Background: an optimization exercise with open tools, aiming at small area, a short achievable clock period and few clock cycles per item. Do not read the settings as production practice. Function was not checked in any run shown here: the RTL went through the layout flow alone. Power is estimated from default activity; no workload was simulated.

==> flow/design.v <==
package pipcu_pkg;
  localparam int unsigned COORD_BITS_DEFAULT = 32;
  localparam int unsigned QUEUE_DEPTH = 3;
  typedef struct packed {
    logic full;
    logic empty;
  } fifo_stat_t;
endpackage
module pipcu_front #(
  parameter int unsigned CoordBits = 32
) (
  input  logic signed [CoordBits-1:0] point_x_i,
  input  logic signed [CoordBits-1:0] point_y_i,
  input  logic signed [CoordBits-1:0] start_x_i,
  input  logic signed [CoordBits-1:0] start_y_i,
  input  logic signed [CoordBits-1:0] end_x_i,
  input  logic signed [CoordBits-1:0] end_y_i,
  output logic signed [CoordBits:0]   dif_a_o,   
  output logic signed [CoordBits:0]   dif_b_o,   
  output logic signed [CoordBits:0]   dif_c_o,   
  output logic signed [CoordBits:0]   dif_d_o,   
  output logic                        px_lt_ex_o,
  output logic                        px_eq_ex_o,
  output logic                        ey_lt_py_o,
  output logic                        ey_eq_py_o,
  output logic                        a_zero_o,   
  output logic                        b_zero_o,   
  output logic                        c_zero_o    
);
  assign dif_a_o = {point_x_i[CoordBits-1], point_x_i} - {start_x_i[CoordBits-1], start_x_i};
  assign dif_b_o = {point_y_i[CoordBits-1], point_y_i} - {start_y_i[CoordBits-1], start_y_i};
  assign dif_c_o = {end_x_i[CoordBits-1], end_x_i} - {start_x_i[CoordBits-1], start_x_i};
  assign dif_d_o = {end_y_i[CoordBits-1], end_y_i} - {start_y_i[CoordBits-1], start_y_i};
  assign px_lt_ex_o = (point_x_i < end_x_i);
  assign px_eq_ex_o = (point_x_i == end_x_i);
  assign ey_lt_py_o = (end_y_i < point_y_i);
  assign ey_eq_py_o = (end_y_i == point_y_i);
  assign a_zero_o   = (point_x_i == start_x_i);
  assign b_zero_o   = (point_y_i == start_y_i);
  assign c_zero_o   = (end_x_i == start_x_i);
endmodule
module pipcu_fifo #(
  parameter int unsigned Depth = 3
) (
  input  logic                  clk_i,
  input  logic                  rst_ni,
  input  logic                  push_i,
  input  logic                  data_i,
  input  logic                  pop_i,
  output logic                  data_o,
  output logic [$clog2(Depth+1)-1:0] count_o,
  output pipcu_pkg::fifo_stat_t stat_o
);
  localparam int unsigned PtrW = (Depth > 1) ? $clog2(Depth) : 1;
  localparam int unsigned CntW = $clog2(Depth + 1);
  logic [Depth-1:0] mem_q;
  logic [PtrW-1:0]  wr_ptr_q;
  logic [PtrW-1:0]  rd_ptr_q;
  logic [CntW-1:0]  count_q;
  logic             pop_fire;
  assign stat_o.full  = (count_q == CntW'(Depth));
  assign stat_o.empty = (count_q == '0);
  assign count_o      = count_q;
  assign pop_fire     = pop_i && !stat_o.empty;
  assign data_o       = mem_q[rd_ptr_q];
  always_ff @(posedge clk_i or negedge rst_ni) begin
    if (!rst_ni) begin
      wr_ptr_q <= '0;
      rd_ptr_q <= '0;
      count_q  <= '0;
    end else begin
      if (push_i) begin
        wr_ptr_q <= (wr_ptr_q == PtrW'(Depth - 1)) ? '0 : wr_ptr_q + 1'b1;
      end
      if (pop_fire) begin
        rd_ptr_q <= (rd_ptr_q == PtrW'(Depth - 1)) ? '0 : rd_ptr_q + 1'b1;
      end
      if (push_i && !pop_fire) begin
        count_q <= count_q + 1'b1;
      end else if (pop_fire && !push_i) begin
        count_q <= count_q - 1'b1;
      end
    end
  end
  always_ff @(posedge clk_i) begin
    if (push_i) begin
      mem_q[wr_ptr_q] <= data_i;
    end
  end
endmodule
module pipcu_back #(
  parameter int unsigned CoordBits = 32
) (
  input  logic                        clk_i,
  input  logic                        rst_ni,
  input  logic                        edge_valid_i,
  input  logic                        edge_last_i,
  input  logic signed [CoordBits:0]   dif_a_i,
  input  logic signed [CoordBits:0]   dif_b_i,
  input  logic signed [CoordBits:0]   dif_c_i,
  input  logic signed [CoordBits:0]   dif_d_i,
  input  logic                        px_lt_ex_i,
  input  logic                        px_eq_ex_i,
  input  logic                        ey_lt_py_i,
  input  logic                        ey_eq_py_i,
  input  logic                        a_zero_i,
  input  logic                        b_zero_i,
  input  logic                        c_zero_i,
  output logic                        busy_o,    
  output logic                        res_push_o,
  output logic                        res_bit_o
);
  localparam int unsigned W  = CoordBits + 1;    
  localparam int unsigned TW = W + 1;            
  logic                 valid_q;
  logic                 last_q;
  logic                 first_q;
  logic [6:0]           cnt_q;
  logic signed [W-1:0]  r1_q, r2_q, c_q, d_q;
  logic                 px_lt_ex_q, px_eq_ex_q, ey_lt_py_q, ey_eq_py_q;
  logic                 parity_q;
  logic signed [TW-1:0] t1, t2;
  logic                 aneg, bneg, cneg, dneg;
  logic                 t1z, t2z, az, bz, cz;
  logic                 q1, q2;
  logic                 straddle;
  logic                 a_ge_c;
  logic                 decided;
  logic                 tog;
  logic                 load;
  logic                 retire;
  function automatic logic [1:0] cmp_ge_eq(logic [TW-1:0] x, logic [TW-1:0] y, logic s);
    logic [63:0] g, e;
    logic [TW-1:0] xs, ys;
    xs = x ^ {TW{s}};
    ys = y ^ {TW{s}};
    g = '0;
    e = '1;
    for (int i = 0; i < TW; i++) begin
      if (i == TW - 1) begin
        g[i] = !xs[i] && ys[i];
      end else begin
        g[i] = xs[i] && !ys[i];
      end
      e[i] = (x[i] == y[i]);
    end
    for (int l = 0; l < 6; l++) begin
      for (int i = 0; i < (32 >> l); i++) begin
        g[i] = g[2*i+1] | (e[2*i+1] & g[2*i]);
        e[i] = e[2*i+1] & e[2*i];
      end
    end
    cmp_ge_eq = {g[0] | e[0], e[0]};
  endfunction
  assign aneg = r1_q[W-1];
  assign bneg = r2_q[W-1];
  assign cneg = c_q[W-1];
  assign dneg = d_q[W-1];
  logic                 az_q, bz_q, cz_q;
  assign az   = az_q;
  assign bz   = bz_q;
  assign cz   = cz_q;
  assign t1  = {r1_q, 1'b0} - TW'(c_q);
  assign t2  = {r2_q, 1'b0} - TW'(d_q);
  logic [1:0] cmp1, cmp2;
  assign cmp1 = cmp_ge_eq({r1_q, 1'b0}, TW'(c_q), cneg);
  assign cmp2 = cmp_ge_eq({r2_q, 1'b0}, TW'(d_q), dneg);
  assign q1   = cmp1[1];
  assign t1z  = cmp1[0];
  assign q2   = cmp2[1];
  assign t2z  = cmp2[0];
  assign straddle = (bneg | bz) == ey_lt_py_q;
  assign a_ge_c   = cneg ? (px_lt_ex_q | px_eq_ex_q) : !px_lt_ex_q;
  logic flagdec;
  assign flagdec = !straddle || cz || az || (aneg != cneg) || a_ge_c || ey_eq_py_q || bz;
  always_comb begin
    decided = 1'b1;
    tog     = 1'b0;
    if (first_q && !straddle) begin
      tog = 1'b0;
    end else if (first_q && cz) begin
      tog = aneg;                              
    end else if (first_q && az) begin
      tog = !bz && !cneg;                      
    end else if (first_q && (aneg != cneg)) begin
      tog = !cneg;                             
    end else if (first_q && a_ge_c) begin
      tog = !(ey_eq_py_q && px_eq_ex_q) && cneg;   
    end else if (first_q && ey_eq_py_q) begin
      tog = !cneg;                             
    end else if (first_q && bz) begin
      tog = cneg;                              
    end else if (q1 != q2) begin
      tog = q1 ^ !cneg;
    end else if (q1 && t1z && t2z) begin
      tog = 1'b0;                              
    end else if (q1 && t1z) begin
      tog = !cneg;                             
    end else if (q1 && t2z) begin
      tog = cneg;                              
    end else if (cnt_q[6]) begin
      tog = 1'b0;                              
    end else begin
      decided = 1'b0;
    end
  end
  assign retire = valid_q && decided;
  assign load   = !valid_q || decided;
  logic hold_open;
  assign hold_open = valid_q && (first_q ? !flagdec : !cnt_q[6]);
  assign busy_o    = hold_open && (q1 ? (q2 && !t1z && !t2z) : !q2);
  always_ff @(posedge clk_i or negedge rst_ni) begin
    if (!rst_ni) begin
      valid_q  <= 1'b0;
      parity_q <= 1'b0;
    end else begin
      if (load) begin
        valid_q <= edge_valid_i;
      end
      if (retire) begin
        parity_q <= last_q ? 1'b0 : (parity_q ^ tog);
      end
    end
  end
  always_ff @(posedge clk_i) begin
    if (load) begin
      last_q     <= edge_last_i;
      first_q    <= 1'b1;
      cnt_q      <= '0;
      r1_q       <= dif_a_i;
      r2_q       <= dif_b_i;
      c_q        <= dif_c_i;
      d_q        <= dif_d_i;
      px_lt_ex_q <= px_lt_ex_i;
      px_eq_ex_q <= px_eq_ex_i;
      ey_lt_py_q <= ey_lt_py_i;
      ey_eq_py_q <= ey_eq_py_i;
      az_q       <= a_zero_i;
      bz_q       <= b_zero_i;
      cz_q       <= c_zero_i;
    end else begin
      first_q    <= 1'b0;
      cnt_q      <= cnt_q + 1'b1;
      r1_q       <= q1 ? W'(t1) : {r1_q[W-2:0], 1'b0};
      r2_q       <= q2 ? W'(t2) : {r2_q[W-2:0], 1'b0};
    end
  end
  assign res_push_o = retire && last_q;
  assign res_bit_o  = parity_q ^ tog;
endmodule
module point_in_polygon_crossing_unit #(
  parameter int unsigned CoordBits = pipcu_pkg::COORD_BITS_DEFAULT
) (
  input  logic                        clk_i,
  input  logic                        rst_ni,
  input  logic                        push,
  output logic                        full,
  input  logic signed [CoordBits-1:0] point_x_i,
  input  logic signed [CoordBits-1:0] point_y_i,
  input  logic signed [CoordBits-1:0] start_x_i,
  input  logic signed [CoordBits-1:0] start_y_i,
  input  logic signed [CoordBits-1:0] end_x_i,
  input  logic signed [CoordBits-1:0] end_y_i,
  input  logic                        last_edge_i,
  output logic                        empty,
  input  logic                        pop,
  output logic                        inside_res_o
);
  localparam int unsigned ResDepth = pipcu_pkg::QUEUE_DEPTH;
  localparam int unsigned CntW     = $clog2(ResDepth + 1);
  logic signed [CoordBits:0] dif_a, dif_b, dif_c, dif_d;
  logic                      px_lt_ex, px_eq_ex, ey_lt_py, ey_eq_py;
  logic                      a_zero, b_zero, c_zero;
  logic                      busy;
  logic                      res_room;
  logic                      res_push;
  logic                      res_bit;
  logic [CntW-1:0]           res_count;
  pipcu_pkg::fifo_stat_t     res_stat;
  pipcu_front #(
    .CoordBits (CoordBits)
  ) u_front (
    .point_x_i (point_x_i),
    .point_y_i (point_y_i),
    .start_x_i (start_x_i),
    .start_y_i (start_y_i),
    .end_x_i   (end_x_i),
    .end_y_i   (end_y_i),
    .dif_a_o   (dif_a),
    .dif_b_o   (dif_b),
    .dif_c_o   (dif_c),
    .dif_d_o   (dif_d),
    .px_lt_ex_o (px_lt_ex),
    .px_eq_ex_o (px_eq_ex),
    .ey_lt_py_o (ey_lt_py),
    .ey_eq_py_o (ey_eq_py),
    .a_zero_o   (a_zero),
    .b_zero_o   (b_zero),
    .c_zero_o   (c_zero)
  );
  assign res_room = (res_count <= CntW'(ResDepth - 2));
  assign full     = busy || !res_room;
  pipcu_back #(
    .CoordBits (CoordBits)
  ) u_back (
    .clk_i        (clk_i),
    .rst_ni       (rst_ni),
    .edge_valid_i (push && !full),
    .edge_last_i  (last_edge_i),
    .dif_a_i      (dif_a),
    .dif_b_i      (dif_b),
    .dif_c_i      (dif_c),
    .dif_d_i      (dif_d),
    .px_lt_ex_i   (px_lt_ex),
    .px_eq_ex_i   (px_eq_ex),
    .ey_lt_py_i   (ey_lt_py),
    .ey_eq_py_i   (ey_eq_py),
    .a_zero_i     (a_zero),
    .b_zero_i     (b_zero),
    .c_zero_i     (c_zero),
    .busy_o       (busy),
    .res_push_o   (res_push),
    .res_bit_o    (res_bit)
  );
  pipcu_fifo #(
    .Depth (ResDepth)
  ) u_res_queue (
    .clk_i   (clk_i),
    .rst_ni  (rst_ni),
    .push_i  (res_push),
    .data_i  (res_bit),
    .pop_i   (pop),
    .data_o  (inside_res_o),
    .count_o (res_count),
    .stat_o  (res_stat)
  );
  assign empty = res_stat.empty;
endmodule
==> flow/flow/run.sh <==
#!/bin/bash
# The standard layout (standard synthesis, constraint.sdc and clock period unchanged), with
# the port buffers that global placement inserts made of the smallest plain buffer.
set -euo pipefail
bash standard.sh "BUFFER_PORTS_ARGS=-buffer_cell $(cat flow/port_buffer.txt)" finish > standard_flow.log 2>&1
==> flow/flow/port_buffer.txt <==
sky130_fd_sc_hd__buf_1
==> flow/standard.sh <==
#!/bin/bash
# synth_recipe.tcl (not shown) runs the flow's synth.tcl, then flattens the netlist and writes it again
# the make line also repeats each setting of config.mk as NAME=value (left out here)
make -C /OpenROAD-flow-scripts/flow DESIGN_CONFIG=/design/flow/config.mk WORK_HOME=/design/flow/orfs CLKGATE_MAP_FILE= SYNTH_SCRIPT=/design/flow/synth_recipe.tcl "${@:-finish}"
==> flow/config.mk <==
export PLATFORM = sky130hd
export DESIGN_NAME = point_in_polygon_crossing_unit
export DESIGN_NICKNAME = point_in_polygon_crossing_unit
export VERILOG_FILES = /design/flow/design.v
export SDC_FILE = /design/flow/constraint.sdc
export NUM_CORES = 4
export LEC_CHECK = 0
export CAP_MARGIN = 20
export CORE_MARGIN = 2
export CORE_UTILIZATION = 40
export SETUP_SLACK_MARGIN = 5
export SLEW_MARGIN = 20
==> flow/constraint.sdc <==
create_clock -name core_clock -period 10.0 [get_ports {clk_i}]
set_input_delay 2.0000 -clock core_clock [delete_from_list [all_inputs] [get_ports {clk_i}]]
set_output_delay 2.0000 -clock core_clock [all_outputs]
set_load 0.01 [all_outputs]
==> results_dict.tcl, run 1 <==
set metrics [dict create \
    hold_path.class "register to register" \
    hp-start "u_back.cnt_q[0]" \
    first_pass_iters 6 \
    start_util 0.404 \
    yosysSeqAreaShare 0.208 \
    synth_seq_cells 159 \
    cp-end-kind "output pin" \
    arrival_ns 3.19 \
    drive_gt1_frac 0.0641 \
    holdWs_ns 0.450 \
    coreArea_um2 47500 \
    cap_violations 0 \
    io-pin-count 200 \
    overflow 0 \
    worstSetupPathType "register to output pin" \
    cp_slowest_stage_delay_ns 0.40 \
    timing.final.crit_share 0.519 \
    cts_buffers 17 \
    sw_frac_of_total 0.464 \
    die_x_um 223 \
    clkLatencyLatePin_ns 0.45 \
    grt_max_degree 81 \
    synth-edff-count 77 \
    crit_buf_inv 2 \
    r2r_cells 15 \
    crit_chain "inv_1 > ha_1 > and3_1 > nor4_2 > a2111oi_4 > o31ai_4 > a21oi_4 > and3_4 > o2111ai_4 > nand2_1 > buf_2" \
    drv_slew 0 \
    finalSetupTns_ns 0 \
    antenna_found_initial 0 \
    critPathMaxFanout 8 \
    tightestPinTransition_ns 0.953 \
    dieArea_um2 49700 \
    hold_path_end "u_back.cnt_q[0]" \
    yosysWarnings 2 \
    finalClockSkew_ns 0.0142 \
    finalSetupViolations 0 \
    synth_flop_cell "edfxtp_1" \
    place.gp.congestion 0.914 \
    vias_per_cell 5.73 \
    p_seq_frac 0.216 \
    final_cell_mix "inv_1 (251), ha_1 (231), a21oi_1 (205)" \
    clk_pin_slew_ns 0.07 \
    syn_area_per_cell_um2 7.95 \
    wl_um 57600 \
    clockRootBuffer "clkbuf_16" \
    min_path_cells 1 \
    rsz0062_at_grt "yes" \
    r2r_start "u_back.c_q[28]" \
    fin_cells 3222 \
    mostFrequentLayoutCell "inv_1" \
    status "finished clean" \
    p_int_mw 2.82 \
    dp_cells 3167 \
    vias 18500 \
    cp-start-kind "register" \
    rows 80 \
    drtIter0Drc 1273 \
    finalHoldViolations 0 \
    portBuffers 199 \
    r2r_setup_slack_ns 5.43 \
    clock_sinks 159 \
    required_ns 8.00 \
    grt_use_total 0.228 \
    synth.distinct_cells 95 \
    p_clk_frac 0.133 \
    cts_max_level 4 \
    synth_nets 2879 \
    critical-path-top-delay-family "simple AND/OR/NAND/NOR gates" \
    min_period_ns 5.19 \
    peakVddDrop_mv 0.169 \
    antenna_cells 0 \
    crit_slowest_cell "o31ai_4" \
    switchingPower_mw 2.44 \
    hold_buffers 0 \
    ys_async_sr_fraction 0.0503 \
    grt_pass1_vias 17800 \
    clock.fmax_ghz 0.193 \
    dieHeight_um 223 \
    rr_endpoint "u_back.r1_q[16]" \
    p_comb_frac 0.651 \
    nets 3058 \
    wl_per_cell_um 17.9 \
    maxSlewHeadroom 0.364 \
    grt_pass1_wl_um 91200 \
    syn_to_final_growth_pct 13.2 \
    dp_hpwl_um 46300 \
    drt.antenna.violating_nets 0 \
    cts_tree "yes" \
    clk_path_buf_depth 2 \
    drc 0 \
    powerDensity_nw_per_um2 242 \
    synth_cells 2415 \
    p_leak_nw 9.61 \
    syn_area_um2 19200 \
]
-- power by group through the flow --
stage | Combinational [mW] | Sequential (mW) | Clock (mW)
global placement | 3.10 | 1.12 | 0
finish | 3.42 | 1.14 | 0.700
global route | 3.80 | 1.17 | 0.738
detailed placement | 3.14 | 1.13 | 0
CTS | 3.37 | 1.14 | 0.710
floorplan | 2.51 | 1.06 | 0
-- repair_timing --
item                       in CTS  in global routing
setup endpoints to repair      69                 71
pin swaps                      27                  1
buffers inserted               23                  0
resized for setup              78                 20
-- cells by family (layout without fill, tap and decap cells) --
group                      count (synthesis)  count (layout)  share of synthesized area
AOI/OAI and AO/OA                        788             788                      0.269
xor gates and xnor gates                 160             160                     0.0740
adders and majority gates                267             267                      0.176
buffers and inverters                    324             516                     0.0680
DFF                                      159             159                      0.208
muxes                                     46              46                     0.0248
and+or+nand+nor                          671             671                      0.180
-- sequential cells by signal, indices dropped and copies added, names as in the netlist --
signal and flops:
u_back.valid_q 1, u_back.ey_lt_py_q 1, u_res_queue.mem_q 3, u_back.last_q 1
u_back.ey_eq_py_q 1, u_res_queue.wr_ptr_q 2, u_back.px_lt_ex_q 1, u_back.r1_q 33
u_back.d_q 33, u_back.first_q 1, u_back.az_q 1, u_back.r2_q 33
u_res_queue.rd_ptr_q 2, u_back.cnt_q 7, u_back.bz_q 1, u_res_queue.count_q 2
u_back.cz_q 1, u_back.c_q 33, u_back.parity_q 1, u_back.px_eq_ex_q 1
-- layer usage --
| layer | wire [µm] | up-vias | global-route usage | part of all wire |
|---|---|---|---|---|
| met3 | 2410 | 62 | 0.0244 | 0.042 |
| met4 | 965 | 0 | 0.0546 | 0.017 |
| met2 | 26700 | 412 | 0.381 | 0.46 |
| met1 | 27600 | 8811 | 0.314 | 0.48 |
| met5 | 0 | - | 0 | 0 |
| li1 | - | 9187 | - | - |
-- metrics by stage --
step	util	total power, mW	worst slack (ns)	area, µm²
3_5_place_dp	0.429	4.27	4.45	20400
4_1_cts	0.455	5.21	4.84	21600
3_3_place_gp	0.429	4.23	4.53	20400
2_1_floorplan	-	3.57	5.21	19200
5_1_grt	0.457	5.70	4.67	21700
6_report	0.457	5.26	4.81	21700
-- worst max path at each step --
stage | start | to | slack, ns | cells past startpoint
after floorplan | u_back.c_q[19] | full | 5.21 | 13
after global placement | start_x_i[1] | u_back.c_q[29] | 4.53 | 13
after detailed placement | start_x_i[1] | u_back.c_q[29] | 4.45 | 13
after CTS | u_back.c_q[16] | full | 4.84 | 10
after global routing | u_back.d_q[19] | full | 4.67 | 11
final | u_back.c_q[11] | full | 4.81 | 11
-- cells in the mapped netlist (all sizes together) (10+ instances only) --
| master | instances | area share |
|---|---|---|
| and2 | 16 | 0.0052 |
| nor4 | 11 | 0.0044 |
| ha | 261 | 0.17 |
| nand3 | 52 | 0.014 |
| a31o | 14 | 0.0064 |
| a21oi | 208 | 0.055 |
| o21ai | 177 | 0.046 |
| o31ai | 13 | 0.0051 |
| and3 | 22 | 0.0072 |
| mux2i | 37 | 0.019 |
| inv | 257 | 0.050 |
| nand2 | 149 | 0.029 |
| nor2 | 166 | 0.033 |
| nor3 | 37 | 0.0096 |
| a211o | 10 | 0.0046 |
| xnor2 | 104 | 0.048 |
| nand3b | 17 | 0.0067 |
| nand4 | 45 | 0.016 |
| a31oi | 37 | 0.012 |
| clkbuf | 24 | 0.0048 |
| nor2b | 51 | 0.017 |
| dfxtp | 74 | 0.077 |
| or3 | 23 | 0.0075 |
| edfxtp | 77 | 0.12 |
| xor2 | 56 | 0.026 |
| o211ai | 24 | 0.0094 |
| buf | 43 | 0.013 |
| o22ai | 20 | 0.0065 |
| o21a | 36 | 0.014 |
| nand2b | 44 | 0.014 |
| a21o | 99 | 0.039 |
| o21bai | 11 | 0.0043 |
| a211oi | 33 | 0.013 |
-- area by class of cell --
type | instances | area [µm²]
flip-flops and latches | 159 | 3990
clock buffers | 22 | 444
inverters | 257 | 967
multi-input cells | 1932 | 14400
well taps | 615 | 769
clock inverters | 10 | 165
fillers | 4748 | 25800
repair buffers | 227 | 967
==> run 2, diff against run 1 <==
==> flow/flow/run.sh (replaced) <==
#!/bin/bash
# The standard layout (standard synthesis, constraint.sdc and clock period unchanged), with
# the port buffers that global placement inserts made of the smallest plain buffer, and timing
# repair aiming at the setup margin in margin.txt.
set -euo pipefail
bash standard.sh "BUFFER_PORTS_ARGS=-buffer_cell $(cat flow/port_buffer.txt)" \
  "SETUP_SLACK_MARGIN=$(cat flow/margin.txt)" finish > standard_flow.log 2>&1
==> flow/flow/margin.txt (new file) <==
5.4
--- a/flow/config.mk
+++ b/flow/config.mk
@@ -8,5 +8,4 @@
 export CAP_MARGIN = 20
 export CORE_MARGIN = 2
 export CORE_UTILIZATION = 40
-export SETUP_SLACK_MARGIN = 5
 export SLEW_MARGIN = 20
==> run 2 against run 1 <==
Combinational power is 7.3% higher. First-iteration DRC count is 3.5% lower. Critical path depth stayed put. Flip-flop and latch count stayed put. Area after synthesis stayed put. Clock power is 7.9% higher. Largest cell class unchanged.
==> results_dict.tcl, run 2 <==
set metrics [dict create \
    dieArea_um2 49700 \
    holdWs_ns 0.445 \
    io-pin-count 200 \
    status "finished clean" \
    synth_seq_cells 159 \
    synthTopCellsByCount "ha_1 (261), inv_1 (256), a21oi_1 (206)" \
    critPathMaxFanout 6 \
    drtIter0Drc 1229 \
    drc 0 \
    finalSetupTns_ns 0 \
    timing.final.crit_share 0.520 \
    finalSetupViolations 0 \
    required_ns 8.00 \
    first_pass_iters 5 \
    wl_per_cell_um 18.0 \
    worstSetupPathType "register to output pin" \
    syn_area_per_cell_um2 7.95 \
    p_leak_nw 9.95 \
    drv_slew 0 \
    finalClockSkew_ns 0.00996 \
    clock.fmax_ghz 0.192 \
    syn_to_final_growth_pct 18.0 \
    dp_hpwl_um 46600 \
    nets 3100 \
    hold_path.class "register to register" \
    dpl_cell_area_um2 20600 \
    clock_sinks 159 \
    antenna_found_initial 1 \
    synth-edff-count 77 \
    fin_ws_ns 4.80 \
    clk_path_buf_depth 2 \
    cp-end-kind "output pin" \
    syn_area_um2 19200 \
    wl_um 58900 \
    finish.instance_area_um2 22700 \
    cts_max_level 4 \
    final_cell_mix "inv_1 (248), ha_1 (220), a21oi_1 (201)" \
    antenna_cells 0 \
    drive_gt1_frac 0.0993 \
    grt_use_total 0.232 \
    coreArea_um2 47500 \
    clkLatencyLatePin_ns 0.46 \
    peakVddDrop_mv 0.163 \
    die_x_um 223 \
    dp_cells 3167 \
    maxSlewHeadroom 0.438 \
    yosysTopAreaCellShare 0.170 \
    finalHoldViolations 0 \
    cts_tree "yes" \
    nFillCells 4628 \
    grt_max_degree 79 \
    synth_top_cell_by_area "ha_1" \
    yosysSeqAreaShare 0.208 \
    fin_cells 3264 \
    arrival_ns 3.20 \
    finish.utilization 0.476 \
    clockRootBuffer "clkbuf_16" \
    min_period_ns 5.20 \
    ys_async_sr_fraction 0.0503 \
    rsz0062_at_grt "yes" \
    cp-start-kind "register" \
    place.gp.congestion 0.904 \
    clk_pin_slew_ns 0.07 \
    tightestPinTransition_ns 0.838 \
    cts_buffers 17 \
    synth.most_common_cell "ha_1" \
    start_util 0.404 \
    rows 80 \
    synth_cells 2415 \
    portBuffers 199 \
    yosysWarnings 2 \
    drt.antenna.violating_nets 0 \
    grt_pass1_wl_um 92900 \
    synth_flop_cell "edfxtp_1" \
    dieHeight_um 223 \
    grt_pass1_vias 18200 \
    power_mw 5.57 \
    mostFrequentLayoutCell "inv_1" \
    overflow 0 \
    powerDensity_nw_per_um2 246 \
    synth_nets 2879 \
    synth.distinct_cells 95 \
    cap_violations 0 \
    vias 18700 \
    synth.area.top_cells "ha_1 (17%), edfxtp_1 (12%), dfxtp_1 (7.7%)" \
    vias_per_cell 5.73 \
    place_ws_ns 4.54 \
]
## run 2: cell types whose count changed in the layout (fill, tap and decap cells not counted), sizes merged
cell,change
buf,+40
bufinv,+2
clkbuf,-2
clkinv,+3
clkinvlp,-2
inv,+1
## run 2: layout make-up
type / count / area (µm²) / share of cell area
Multi-Input combinational cell: 1932 / 14800 / 0.655
Sequential cell: 159 / 3990 / 0.176
Timing Repair Buffer: 269 / 1410 / 0.0623
Inverter: 257 / 972 / 0.0429
Tap cell: 615 / 769 / 0.0340
Clock buffer: 18 / 429 / 0.0189
Clock inverter: 14 / 239 / 0.0106
## run 2: repair_timing
item,in CTS,in global routing
hold buffers,0,0
pin swaps,30,34
endpoints found under the setup margin,115,52
resized for setup,100,86
setup buffers,52,13
## run 2: cell families after synthesis
group                      after synthesis  share of synthesized area
AOI/OAI and AO/OA                      788                      0.269
and+or+nand+nor                        671                      0.180
buffers and inverters                  324                     0.0680
adders and majority gates              267                      0.176
xor gates and xnor gates               160                     0.0740
DFF                                    159                      0.208
muxes                                   46                     0.0248
## run 2: routing by layer
metal / global-route usage / vias up / share of wire
met1: 0.315 / 8954 / 0.47
met5: 0.00489 / - / 0
met4: 0.0667 / 0 / 0.021
met3: 0.0283 / 77 / 0.042
li1: - / 9280 / -
met2: 0.388 / 385 / 0.47
## run 2: worst max-delay path, stage by stage, from the launching register on
cell,delay (ns)
edfxtp_1,0.35
inv_2,0.06
ha_4,0.30
nand4_1,0.15
buf_4,0.17
or3_4,0.35
nor4_4,0.21
or4b_4,0.50
and3_4,0.19
o2111ai_4,0.24
nand2_1,0.08
buf_2,0.14
## run 2: worst paths after layout
check / slack [ns] / start / endpoint / cells after the start
max: 4.80 / u_back.c_q[17] / full / 11
min: 0.45 / u_back.cnt_q[0] / u_back.cnt_q[0] / 1
max reg2reg: 5.24 / u_back.c_q[17] / u_back.r1_q[29] / 36
min reg2reg: 0.45 / u_back.cnt_q[0] / u_back.cnt_q[0] / 1
max in group asynchronous: 8.18 / rst_ni / u_res_queue.rd_ptr_q[1] / 1
min in group asynchronous: 1.48 / rst_ni / u_back.valid_q / 1
## run 2: where the power goes
| group | switching, mW | internal, mW | leakage (nW) |
|---|---|---|---|
| sequential | 0.218 | 0.930 | 1.54 |
| clock | 0.287 | 0.468 | 0.323 |
| combinational | 2.05 | 1.62 | 8.09 |
| total | 2.56 | 3.01 | 9.95 |
==> run 3, diff against run 2 <==
--- a/flow/design.v
+++ b/flow/design.v
@@ -24,8 +24,7 @@
   output logic                        ey_lt_py_o,
   output logic                        ey_eq_py_o,
   output logic                        a_zero_o,   
-  output logic                        b_zero_o,   
-  output logic                        c_zero_o    
+  output logic                        b_zero_o    
 );
   assign dif_a_o = {point_x_i[CoordBits-1], point_x_i} - {start_x_i[CoordBits-1], start_x_i};
   assign dif_b_o = {point_y_i[CoordBits-1], point_y_i} - {start_y_i[CoordBits-1], start_y_i};
@@ -37,7 +36,6 @@
   assign ey_eq_py_o = (end_y_i == point_y_i);
   assign a_zero_o   = (point_x_i == start_x_i);
   assign b_zero_o   = (point_y_i == start_y_i);
-  assign c_zero_o   = (end_x_i == start_x_i);
 endmodule
 module pipcu_fifo #(
   parameter int unsigned Depth = 3
@@ -105,7 +103,6 @@
   input  logic                        ey_eq_py_i,
   input  logic                        a_zero_i,
   input  logic                        b_zero_i,
-  input  logic                        c_zero_i,
   output logic                        busy_o,    
   output logic                        res_push_o,
   output logic                        res_bit_o
@@ -121,7 +118,7 @@
   logic                 parity_q;
   logic signed [TW-1:0] t1, t2;
   logic                 aneg, bneg, cneg, dneg;
-  logic                 t1z, t2z, az, bz, cz;
+  logic                 t1z, t2z, az, bz;
   logic                 q1, q2;
   logic                 straddle;
   logic                 a_ge_c;
@@ -156,10 +153,9 @@
   assign bneg = r2_q[W-1];
   assign cneg = c_q[W-1];
   assign dneg = d_q[W-1];
-  logic                 az_q, bz_q, cz_q;
+  logic                 az_q, bz_q;
   assign az   = az_q;
   assign bz   = bz_q;
-  assign cz   = cz_q;
   assign t1  = {r1_q, 1'b0} - TW'(c_q);
   assign t2  = {r2_q, 1'b0} - TW'(d_q);
   logic [1:0] cmp1, cmp2;
@@ -172,20 +168,18 @@
   assign straddle = (bneg | bz) == ey_lt_py_q;
   assign a_ge_c   = cneg ? (px_lt_ex_q | px_eq_ex_q) : !px_lt_ex_q;
   logic flagdec;
-  assign flagdec = !straddle || cz || az || (aneg != cneg) || a_ge_c || ey_eq_py_q || bz;
+  assign flagdec = !straddle || (aneg != cneg) || a_ge_c || az || ey_eq_py_q || bz;
   always_comb begin
     decided = 1'b1;
     tog     = 1'b0;
     if (first_q && !straddle) begin
       tog = 1'b0;
-    end else if (first_q && cz) begin
-      tog = aneg;                              
-    end else if (first_q && az) begin
-      tog = !bz && !cneg;                      
     end else if (first_q && (aneg != cneg)) begin
       tog = !cneg;                             
     end else if (first_q && a_ge_c) begin
       tog = !(ey_eq_py_q && px_eq_ex_q) && cneg;   
+    end else if (first_q && az) begin
+      tog = !bz;                               
     end else if (first_q && ey_eq_py_q) begin
       tog = !cneg;                             
     end else if (first_q && bz) begin
@@ -208,7 +202,7 @@
   assign load   = !valid_q || decided;
   logic hold_open;
   assign hold_open = valid_q && (first_q ? !flagdec : !cnt_q[6]);
-  assign busy_o    = hold_open && (q1 ? (q2 && !t1z && !t2z) : !q2);
+  assign busy_o    = hold_open && (q1 == q2);
   always_ff @(posedge clk_i or negedge rst_ni) begin
     if (!rst_ni) begin
       valid_q  <= 1'b0;
@@ -237,7 +231,6 @@
       ey_eq_py_q <= ey_eq_py_i;
       az_q       <= a_zero_i;
       bz_q       <= b_zero_i;
-      cz_q       <= c_zero_i;
     end else begin
       first_q    <= 1'b0;
       cnt_q      <= cnt_q + 1'b1;
@@ -270,7 +263,7 @@
   localparam int unsigned CntW     = $clog2(ResDepth + 1);
   logic signed [CoordBits:0] dif_a, dif_b, dif_c, dif_d;
   logic                      px_lt_ex, px_eq_ex, ey_lt_py, ey_eq_py;
-  logic                      a_zero, b_zero, c_zero;
+  logic                      a_zero, b_zero;
   logic                      busy;
   logic                      res_room;
   logic                      res_push;
@@ -295,8 +288,7 @@
     .ey_lt_py_o (ey_lt_py),
     .ey_eq_py_o (ey_eq_py),
     .a_zero_o   (a_zero),
-    .b_zero_o   (b_zero),
-    .c_zero_o   (c_zero)
+    .b_zero_o   (b_zero)
   );
   assign res_room = (res_count <= CntW'(ResDepth - 2));
   assign full     = busy || !res_room;
@@ -317,7 +309,6 @@
     .ey_eq_py_i   (ey_eq_py),
     .a_zero_i     (a_zero),
     .b_zero_i     (b_zero),
-    .c_zero_i     (c_zero),
     .busy_o       (busy),
     .res_push_o   (res_push),
     .res_bit_o    (res_bit)
==> flow/run.sh (new file) <==
#!/bin/bash
# synth_recipe.tcl (not shown) runs the flow's synth.tcl, then flattens the netlist and writes it again
# the make line also repeats each setting of config.mk as NAME=value (left out here)
make -C /OpenROAD-flow-scripts/flow DESIGN_CONFIG=/design/flow/config.mk WORK_HOME=/design/flow/orfs CLKGATE_MAP_FILE= SYNTH_SCRIPT=/design/flow/synth_recipe.tcl finish
--- a/flow/config.mk
+++ b/flow/config.mk
@@ -8,4 +8,5 @@
 export CAP_MARGIN = 20
 export CORE_MARGIN = 2
 export CORE_UTILIZATION = 40
+export SETUP_SLACK_MARGIN = 5
 export SLEW_MARGIN = 20
removed: flow/flow/run.sh
removed: flow/flow/margin.txt
removed: flow/flow/port_buffer.txt
removed: flow/standard.sh
==> run 3 against run 2 <==
Clock-buffer cell count is 1 higher. Flip-flop and latch count is 1 lower. Core utilization is 2.0 points higher. Non-clock buffer count is 11 lower. Register-to-register slack better by 0.54 ns. Largest cell class unchanged.
==> results_dict.tcl, run 3 <==
set metrics [dict create \
    vias 18200 \
    drv_slew 0 \
    clock_sinks 158 \
    hold_buffers 0 \
    p_leak_nw 10.3 \
    yosysWarnings 2 \
    path_depth 11 \
    synth_compound_area_frac 0.272 \
    syn_area_um2 18800 \
    syn_area_per_cell_um2 7.84 \
    ys_async_sr_fraction 0.0506 \
    rsz0062_at_grt "yes" \
    min_period_ns 5.06 \
    cts_tree "yes" \
    wl_per_cell_um 17.1 \
    grt_pass1_vias 17400 \
    cts_max_level 4 \
    syn_to_final_growth_pct 22.8 \
    rows 79 \
    drive_gt1_frac 0.0910 \
    r2r_cells 15 \
    drt.antenna.violating_nets 0 \
    clock.fmax_ghz 0.198 \
    nets 3076 \
    synth_xor_area_frac 0.0709 \
    first_pass_iters 8 \
    synth.area.top_cells "ha_1 (17%), edfxtp_1 (12%), dfxtp_1 (7.9%)" \
    dp_hpwl_um 43700 \
    clkLatencyLatePin_ns 0.45 \
    cp_common_cell "nand4_1" \
    critical-path-top-delay-family "simple AND/OR/NAND/NOR gates" \
    dieArea_um2 48700 \
    coreArea_um2 46500 \
    cts_buffers 17 \
    antenna_found_initial 0 \
    crit_chain "inv_2 > ha_4 > nand4_1 > nor3_2 > nand4_1 > buf_4 > nor4_4 > or2_4 > xnor2_2 > o22ai_2 > buf_2" \
    finalHoldViolations 0 \
    required_ns 8.00 \
    final_cell_mix "inv_1 (250), ha_1 (222), a21oi_1 (207)" \
    finalSetupTns_ns 0 \
    clk_pin_slew_ns 0.07 \
    synth_flop_cell "edfxtp_1" \
    synth.distinct_cells 87 \
    finalSetupViolations 0 \
    worstSetupPathType "register to output pin" \
    min_path_cells 1 \
    dp_cells 3150 \
    yosysTopAreaCellShare 0.174 \
    dieHeight_um 221 \
    cp-end-kind "output pin" \
    clockRootBuffer "clkbuf_16" \
    place.gp.congestion 0.930 \
    crit_buf_inv 3 \
    finalClockSkew_ns 0.00802 \
    yosysSeqAreaShare 0.211 \
    synth_nets 2861 \
    grt_use_total 0.221 \
    nFillCells 4494 \
    synth.most_common_cell "ha_1" \
    vias_per_cell 5.62 \
    cap_violations 0 \
    arrival_ns 3.06 \
    critPathMaxFanout 3 \
    grt_max_degree 80 \
    hold_path.class "register to register" \
    synth_seq_cells 158 \
    tightestPinTransition_ns 0.911 \
    clk_path_buf_depth 2 \
    synthTopCellsByCount "ha_1 (261), inv_1 (258), a21oi_1 (218)" \
    drtIter0Drc 1248 \
    fin_ws_ns 4.94 \
    muxShareOfSynthArea 0.0177 \
    cp_slowest_stage_delay_ns 0.37 \
    place_ws_ns 3.90 \
    status "finished clean" \
    synth_top_cell_by_area "ha_1" \
    crit_slowest_cell "edfxtp_1" \
    timing.final.crit_share 0.506 \
    powerDensity_nw_per_um2 242 \
    fin_cells 3232 \
    antenna_cells 0 \
    portBuffers 199 \
    yosys.area_share.simple 0.181 \
    synth-edff-count 76 \
    io-pin-count 200 \
    power_mw 5.59 \
    peakVddDrop_mv 0.185 \
    maxSlewHeadroom 0.393 \
    overflow 0 \
    grt_pass1_wl_um 86800 \
    synth_top_family_by_area "compound AO/OA/AOI/OAI gates" \
    synth_fa_ha_area_frac 0.180 \
    cp-start-kind "register" \
    drc 0 \
    synth_cells 2397 \
    die_x_um 221 \
    wl_um 55200 \
    mostFrequentLayoutCell "inv_1" \
    start_util 0.404 \
]
[run 3: repair_timing]
item / in CTS / in global routing
pin swaps: 25 / 51
endpoints found under the setup margin: 26 / 33
buffers inserted: 18 / 32
gates resized for setup: 63 / 110
[run 3: power by group]
part | switching, mW | internal, mW
registers | 0.224 | 0.956
clock network | 0.289 | 0.400
logic | 2.11 | 1.61
[run 3: final timing paths]
kind / from / to / slack [ns]
hold reg to reg: u_back.cnt_q[0] / u_back.cnt_q[0] / 0.45
setup reg to reg: u_back.d_q[30] / u_back.r1_q[21] / 5.78
min in group asynchronous: rst_ni / u_back.parity_q / 1.85
setup / recovery: u_back.d_q[30] / full / 4.94
hold / removal: u_back.cnt_q[0] / u_back.cnt_q[0] / 0.45
max in group asynchronous: rst_ni / u_res_queue.wr_ptr_q[1] / 7.87
[run 3: layer usage]
metal / track usage / share of wire
met1: 0.304 / 0.48
met2: 0.369 / 0.47
met3: 0.0219 / 0.037
met4: 0.0569 / 0.016
met5: 0 / 0
[run 3: area by class of cell]
class                           instances  area, µm²  share of cell area
Inverter                              258        968              0.0420
Multi-Input combinational cell       1919      14300               0.621
Tap cell                              607        759              0.0329
Clock inverter                         13        163             0.00705
Timing Repair Buffer                  258       2450               0.106
Clock buffer                           19        443              0.0192
Sequential cell                       158       3960               0.172
[run 3: cells by family (layout without fill, tap and decap cells)]
| group | after synthesis | in the layout |
|---|---|---|
| flops | 158 | 158 |
| buf+inv | 320 | 548 |
| xor+xnor | 152 | 152 |
| compound gates | 791 | 791 |
| fa+ha+maj | 267 | 267 |
| simple gates | 676 | 676 |
| mux | 33 | 33 |
[run 3: stage by stage]
stage	hold WS [ns]	cell area, µm²	util
2_1_floorplan	0.413	18800	-
5_1_grt	0.488	23100	0.497
3_3_place_gp	0.432	21300	0.459
4_1_cts	0.451	22300	0.481
6_report	0.447	23100	0.497
3_5_place_dp	0.442	21300	0.459
==> run 4, diff against run 3 <==
--- a/flow/design.v
+++ b/flow/design.v
@@ -165,6 +165,9 @@
   assign t1z  = cmp1[0];
   assign q2   = cmp2[1];
   assign t2z  = cmp2[0];
+  logic q1s, q2s;
+  assign q1s = cneg ? (t1[TW-1] | t1z) : !t1[TW-1];
+  assign q2s = dneg ? (t2[TW-1] | t2z) : !t2[TW-1];
   assign straddle = (bneg | bz) == ey_lt_py_q;
   assign a_ge_c   = cneg ? (px_lt_ex_q | px_eq_ex_q) : !px_lt_ex_q;
   logic flagdec;
@@ -234,8 +237,8 @@
     end else begin
       first_q    <= 1'b0;
       cnt_q      <= cnt_q + 1'b1;
-      r1_q       <= q1 ? W'(t1) : {r1_q[W-2:0], 1'b0};
-      r2_q       <= q2 ? W'(t2) : {r2_q[W-2:0], 1'b0};
+      r1_q       <= q1s ? W'(t1) : {r1_q[W-2:0], 1'b0};
+      r2_q       <= q2s ? W'(t2) : {r2_q[W-2:0], 1'b0};
     end
   end
   assign res_push_o = retire && last_q;
==> flow/flow/run.sh (new file) <==
#!/bin/bash
# The standard layout (standard synthesis, constraint.sdc and clock period unchanged), with
# the port buffers that global placement inserts made of the smallest plain buffer.
set -euo pipefail
bash standard.sh "BUFFER_PORTS_ARGS=-buffer_cell $(cat flow/port_buffer.txt)" finish > standard_flow.log 2>&1
==> flow/flow/port_buffer.txt (new file) <==
sky130_fd_sc_hd__buf_1
==> flow/standard.sh (new file) <==
#!/bin/bash
# synth_recipe.tcl (not shown) runs the flow's synth.tcl, then flattens the netlist and writes it again
# the make line also repeats each setting of config.mk as NAME=value (left out here)
make -C /OpenROAD-flow-scripts/flow DESIGN_CONFIG=/design/flow/config.mk WORK_HOME=/design/flow/orfs CLKGATE_MAP_FILE= SYNTH_SCRIPT=/design/flow/synth_recipe.tcl "${@:-finish}"
removed: flow/run.sh
==> run 4 against run 3 <==
Still clean on timing, DRC and antenna. Register-to-register slack worse by 1.0 ns. Power grew 1.9%. Sequential power hardly changed. Wire length is 1.3% higher. Fmax fell by 3.1%. Global-route usage shrank 0.082 points. Area after synthesis up 1.7%. Via count down 0.19%. Critical endpoint is now u_back.r2_q[22].
==> results_dict.tcl, run 4 <==
set metrics [dict create \
    drive_gt1_frac 0.0837 \
    die_x_um 223 \
    synth_cells 2374 \
    dieHeight_um 223 \
    rows 80 \
    yosysTopAreaCellShare 0.172 \
    cp-start-kind "register" \
    vias_per_cell 5.61 \
    clk_pin_slew_ns 0.06 \
    syn_area_um2 19100 \
    yosysWarnings 2 \
    mostFrequentLayoutCell "inv_1" \
    cp-end-kind "register" \
    grt_max_degree 129 \
    cts_buffers 17 \
    portBuffers 199 \
    drc 0 \
    yosysSeqAreaShare 0.207 \
    finalSetupViolations 0 \
    ys_async_sr_fraction 0.0506 \
    finalSetupTns_ns 0 \
    synth_seq_cells 158 \
    synth.most_common_cell "ha_1" \
    status "finished clean" \
    vias 18100 \
    powerDensity_nw_per_um2 259 \
    synth-edff-count 76 \
    critPathMaxFanout 6 \
    arrival_ns 5.59 \
    nFillCells 4715 \
    dieArea_um2 49500 \
    clkLatencyLatePin_ns 0.45 \
    syn_to_final_growth_pct 15.1 \
    syn_area_per_cell_um2 8.05 \
    clock.fmax_ghz 0.192 \
    synth.distinct_cells 92 \
    grt_pass1_wl_um 88800 \
    required_ns 10.37 \
    crit_slowest_cell "edfxtp_1" \
    hold_buffers 0 \
    min_period_ns 5.22 \
    finalClockSkew_ns 0.0102 \
    clock_sinks 158 \
    cp_common_cell "buf_4" \
    synth_top_cell_by_area "ha_1" \
    worstSetupPathType "register to register" \
    cp_slowest_stage_delay_ns 0.41 \
    antenna_found_initial 0 \
    io-pin-count 200 \
    peakVddDrop_mv 0.144 \
    synth_flop_cell "edfxtp_1" \
    synth_nets 2840 \
    synth.area.top_cells "ha_1 (17%), edfxtp_1 (12%), dfxtp_1 (7.8%)" \
    p_leak_nw 9.91 \
    timing.final.crit_share 0.522 \
    place.gp.congestion 0.896 \
    finalHoldViolations 0 \
    clockRootBuffer "clkbuf_16" \
    cap_violations 0 \
    maxSlewHeadroom 0.317 \
    wl_um 55900 \
    clk_path_buf_depth 2 \
    start_util 0.403 \
    hold_path.class "register to register" \
    antenna_cells 0 \
    nets 3068 \
    drtIter0Drc 1244 \
    coreArea_um2 47400 \
    overflow 0 \
    dp_hpwl_um 44100 \
    cts_max_level 4 \
    rsz0062_at_grt "yes" \
    finish.utilization 0.464 \
    grt_pass1_vias 17500 \
    drt.antenna.violating_nets 0 \
    first_pass_iters 5 \
    cts_tree "yes" \
    drv_slew 0 \
    synthTopCellsByCount "ha_1 (263), inv_1 (257), a21oi_1 (197)" \
    crit_buf_inv 29 \
    final_cell_mix "inv_1 (249), ha_1 (236), buf_1 (198)" \
    critical-path-top-delay-family "buffers and inverters" \
    wl_per_cell_um 17.3 \
    grt_use_total 0.220 \
    tightestPinTransition_ns 1.02 \
]
==> run 4: final timing paths <==
kind / startpoint / end / slack, ns / depth (start not counted)
setup reg to reg: u_back.d_q[18] / u_back.r2_q[22] / 4.78 / 35
hold / removal: u_back.cnt_q[0] / u_back.cnt_q[0] / 0.46 / 1
hold reg to reg: u_back.cnt_q[0] / u_back.cnt_q[0] / 0.46 / 1
max in group asynchronous: rst_ni / u_res_queue.wr_ptr_q[0] / 8.20 / 1
min in group asynchronous: rst_ni / u_res_queue.count_q[1] / 1.48 / 1
setup / recovery: u_back.d_q[18] / u_back.r2_q[22] / 4.78 / 35
==> run 4: cell type report <==
cell class	count	area, µm²	share of cell area
Multi-Input combinational cell	1905	14500	0.660
Sequential cell	158	3960	0.180
Tap cell	615	769	0.0350
Timing Repair Buffer	262	1220	0.0555
Inverter	258	971	0.0442
Clock inverter	11	93.8	0.00427
Clock buffer	21	450	0.0205
==> run 4: where the power goes <==
group	total (mW)	switching, mW	internal (mW)	leakage [nW]
logic	3.87	2.14	1.72	8.12
registers	1.20	0.250	0.946	1.53
clock network	0.631	0.285	0.347	0.260
==> run 4: cells by family after synthesis <==
| logic type | share of synthesized area |
|---|---|
| compound gates | 0.260 |
| xor+xnor | 0.0747 |
| flops | 0.207 |
| buf+inv | 0.0666 |
| fa+ha+maj | 0.179 |
| simple gates | 0.181 |
| mux | 0.0316 |
==> run 4: repair_timing <==
action / in CTS / in global routing
endpoints found under the setup margin: 67 / 26
gates resized for setup: 89 / 44
buffers inserted: 50 / 10
pin swaps: 24 / 13
==> run 4: metal layers <==
layer | up-vias | GRT usage | share of wire
li1 | 9150 | - | -
met1 | 8522 | 0.292 | 0.47
met5 | - | 0 | 0
met4 | 0 | 0.0641 | 0.021
met3 | 56 | 0.0231 | 0.033
met2 | 389 | 0.376 | 0.48
==> run 4: per-stage QoR <==
step | power [mW] | std cells | setup slack [ns] | hold slack [ns] | cell area (µm²)
floorplan | 3.86 | 2374 | 5.15 | 0.413 | 19100
global placement | 4.57 | 3138 | 4.30 | 0.423 | 20400
detailed placement | 4.60 | 3138 | 4.18 | 0.450 | 20400
CTS | 5.58 | 3220 | 4.82 | 0.458 | 21700
global route | 6.17 | 3230 | 4.66 | 0.494 | 22000
finish | 5.70 | 3230 | 4.78 | 0.458 | 22000

-- what the ideal ports hide --
No port has a modelled driver above. Below, the same layouts with a new extraction and two added sets of constraints.
Step 1: set_driving_cell puts a clkbuf_16 on clk_i and a buf_2 on each other input, an assumption about the parent block.
Step 2 times the ports against the registers' clock, not the clock port: input delays grow and output delays shrink by t, the midpoint of the rising clock arrivals with the driver on.
a / b / c = no drivers / after step 1 / after step 2; a / b = the first two.
| run | t, ns | setup WS [ns] | slew at the worst register clock pin (ns) |
|---|---|---|---|
| run 1 | 0.499 | 4.813 / 4.755 / 4.680 | 0.07 / 0.07 |
| run 2 | 0.510 | 4.804 / 4.749 / 5.008 | 0.07 / 0.07 |
| run 3 | 0.495 | 4.942 / 4.891 / 4.612 | 0.07 / 0.07 |
| run 4 | 0.499 | 4.782 / 4.779 / 4.715 | 0.07 / 0.07 |
After both steps setup and hold are still met in every run listed. For run 3, which loses most, drivers alone change the setup slack by -0.051 ns; drivers and shift together by -0.330 ns.
